What follows belongs to an exercise in optimizing a design on an open flow for small area, a short achievable clock period and few clock cycles per item; a production flow would make more cautious choices. The RTL was checked by simulation tests, not by an equivalence proof against the original design. Power figures rest on the tool's default switching activity, not on a simulated workload.

Design weighted_random_neighbor_pick, start of the top module:
module weighted_random_neighbor_pick (
  input  wire logic                              clk,
  input  wire logic                              rst,
  input  wire logic                              in_valid,
  output logic                                   in_ready,
  input  wire logic                              mode,
  input  wire logic [4:0]                        entry_index,
  input  wire logic                              entry_nonempty,
  input  wire logic [15:0]                       entry_distance,
  input  wire logic [15:0]                       entry_active,
  input  wire logic                              entry_target_valid,
  input  wire logic [wrnp_pkg::SITE_W-1:0]       start_site,
  input  wire logic                              at_node,
  input  wire logic                              uniform_weights,
  input  wire logic [wrnp_pkg::RV_W-1:0]         random_value,
  output logic                                   out_valid,
  input  wire logic                              out_ready,
  output logic      [wrnp_pkg::SITE_W-1:0]       next_site,
  output logic                                   moved,
  input  wire logic                              cfg_we,
  input  wire logic [wrnp_pkg::CFG_W-1:0]        cfg_wdata
);
Size: roughly 350 flip-flops, ~110 I/O pins, ~27000 um2 of cells after synthesis.
clock: 11.0 ns
lec_check: 0
abc_area: 1
cap_margin: 10
core_margin: 2
core_utilization: 55
cts_buf_list: sky130_fd_sc_hd__clkbuf_4
place_density: 0.7
setup_slack_margin: 5
slew_margin: 10
standard.sh (not shown) runs the stock make flow with config.mk's settings and CLKGATE_MAP_FILE= SYNTH_SCRIPT=/design/flow/synth_recipe.tcl, a recipe that flattens the netlist after the stock synthesis.
==> flow/flow/run.sh <==
#!/bin/bash
# Layout flow: the standard ORFS flow (standard.sh: same synthesis,
# floorplan, power grid, placement, clock tree and routing, same settings),
# except that the port buffers are the small sky130_fd_sc_hd__buf_1 instead
# of the cell buffer_ports picks by itself. ORFS's own logs stay under
# orfs/logs; the make output goes to logs_own/orfs.log.
set -euo pipefail
mkdir -p logs_own
sed -e 's|"\${@:-finish}"|BUFFER_PORTS_ARGS="-buffer_cell sky130_fd_sc_hd__buf_1" "${@:-finish}"|' \
  standard.sh > logs_own/own_standard.sh
grep -q 'BUFFER_PORTS_ARGS' logs_own/own_standard.sh
bash logs_own/own_standard.sh > logs_own/orfs.log 2>&1
The baseline ran to the end with no violations.
Testbench counts at the start, summed over its fixed seeds: cycles 36,576, items 8,000.
Next try:
Settings changed: CORE_UTILIZATION 55 to 60, PLACE_DENSITY 0.7 to 0.8.
Outcome:
- setup slack gets worse by 0.055 ns
- final area is higher by 0.52%
- area after synthesis stays the same
- sequential share of layout area shrinks by 0.13 points
- hold slack barely changes
- global-route usage increases by 2.2 points
- first-iteration DRC count goes up by 14%
- register-to-register slack degrades by 0.05 ns
- utilization climbs by 6.5 points
Next try:
==> flow/flow/run.sh (replaced) <==
#!/bin/bash
# Layout flow: the standard ORFS flow (standard.sh: same synthesis,
# floorplan, power grid, placement, clock tree and routing, same settings),
# except that the port buffers are the small sky130_fd_sc_hd__buf_2 instead
# of the cell buffer_ports picks by itself. ORFS's own logs stay under
# orfs/logs; the make output goes to logs_own/orfs.log.
set -euo pipefail
mkdir -p logs_own
sed -e 's|"\${@:-finish}"|BUFFER_PORTS_ARGS="-buffer_cell sky130_fd_sc_hd__buf_2" "${@:-finish}"|' \
  standard.sh > logs_own/own_standard.sh
grep -q 'BUFFER_PORTS_ARGS' logs_own/own_standard.sh
bash logs_own/own_standard.sh > logs_own/orfs.log 2>&1
Settings changed: CORE_UTILIZATION 60 to 55, PLACE_DENSITY 0.8 to 0.7.
Outcome: Die area goes up by a little under a tenth; utilization goes down by 5.7 points; routed wire length goes up by a few percent; cell count goes up slightly; global-route usage goes down by 2.4 points; setup slack is about the same; combinational power goes up slightly; non-clock buffer count goes down by 1; power goes up slightly; synthesized area is unchanged.

========
weighted_random_neighbor_pick, a different RTL version from the one above (not shown whole).
export LEC_CHECK = 0
export ABC_AREA = 1
export CAP_MARGIN = 10
export CORE_MARGIN = 2
export CORE_UTILIZATION = 55
export CTS_BUF_LIST = sky130_fd_sc_hd__clkbuf_4
export PLACE_DENSITY = 0.7
export SETUP_SLACK_MARGIN = 5
export SLEW_MARGIN = 10
create_clock -name core_clock -period 11.0 [get_ports {clk}]
run.sh (not shown) runs the stock make flow with config.mk's settings and CLKGATE_MAP_FILE= SYNTH_SCRIPT=/design/flow/synth_recipe.tcl, a recipe that flattens the netlist after the stock synthesis.
Stock flow here: none of the scripts above is used.
Testbench counts at the start, summed over its fixed seeds: cycles 36,576, items 8,000.
Next try:
CAP_MARGIN = 20   (was 10)
PLACE_DENSITY = default   (was 0.7)
SLEW_MARGIN = 20   (was 10)
Result: Core utilization rose by 0.37 points; non-clock buffer count rose by 24; final area rose slightly; synthesized area stays the same; die area does not change; cell count rose slightly; power rose slightly; hold slack degrades by 0.0059 ns.
Next try:
==> flow/flow/run.sh (new file) <==
#!/bin/bash
# Layout flow: the standard ORFS flow (standard.sh: same synthesis,
# floorplan, power grid, placement, clock tree and routing, same settings),
# except that the port buffers are the small sky130_fd_sc_hd__buf_2 instead
# of the cell buffer_ports picks by itself. ORFS's own logs stay under
# orfs/logs; the make output goes to logs_own/orfs.log.
set -euo pipefail
mkdir -p logs_own
sed -e 's|"\${@:-finish}"|BUFFER_PORTS_ARGS="-buffer_cell sky130_fd_sc_hd__buf_2" "${@:-finish}"|' \
  standard.sh > logs_own/own_standard.sh
grep -q 'BUFFER_PORTS_ARGS' logs_own/own_standard.sh
bash logs_own/own_standard.sh > logs_own/orfs.log 2>&1
==> flow/standard.sh (new file) <==
#!/bin/bash
# synth_recipe.tcl (not shown) runs the flow's synth.tcl, then flattens the netlist and writes it again
# the make line also repeats each setting of config.mk as NAME=value (left out here)
make -C /OpenROAD-flow-scripts/flow DESIGN_CONFIG=/design/flow/config.mk WORK_HOME=/design/flow/orfs CLKGATE_MAP_FILE= SYNTH_SCRIPT=/design/flow/synth_recipe.tcl "${@:-finish}"
CAP_MARGIN = 10   (was 20)
PLACE_DENSITY = 0.7   (was default)
SLEW_MARGIN = 10   (was 20)
removed: flow/run.sh
Result:
- The changed run went through all stages and came out clean
- setup slack gets better by 0.18 ns
- total power is lower by 0.81%
- synthesized area does not change
- via count is lower by about 3%
- core utilization is lower by 2.1 points
- synthesized cell count is unchanged
- clock-buffer cell count is higher by 8
- flip-flop and latch count is unchanged
- clock power barely changes
- clock skew barely changes

-- separate check: timing with driven ports --
Ports are ideal in the flow. The routed layouts listed here were re-timed in OpenROAD.
Step 1 assumes that a clkbuf_16 drives the clock port and a buf_2 every other input.
Step 2 also shifts input and output timing later by t, the mid clock arrival at the registers, as if the neighbouring blocks saw the same clock.
a / b / c = ideal / step 1 / step 2; a / b = the first two.
run	shift t [ns]	setup slack, ns	worst setup path after step 2
the first run of note 1	0.901	5.289 / 5.289 / 5.289	register to register
the second run of note 1	0.889	5.235 / 5.235 / 5.235	register to register
the third run of note 1	0.885	5.233 / 5.233 / 5.233	register to register
the first run of note 2	0.950	5.141 / 5.141 / 5.141	register to register
the second run of note 2	0.921	5.122 / 5.122 / 5.122	register to register
the third run of note 2	0.907	5.299 / 5.255 / 5.299	register to register
After both steps setup and hold are still met in every run listed.
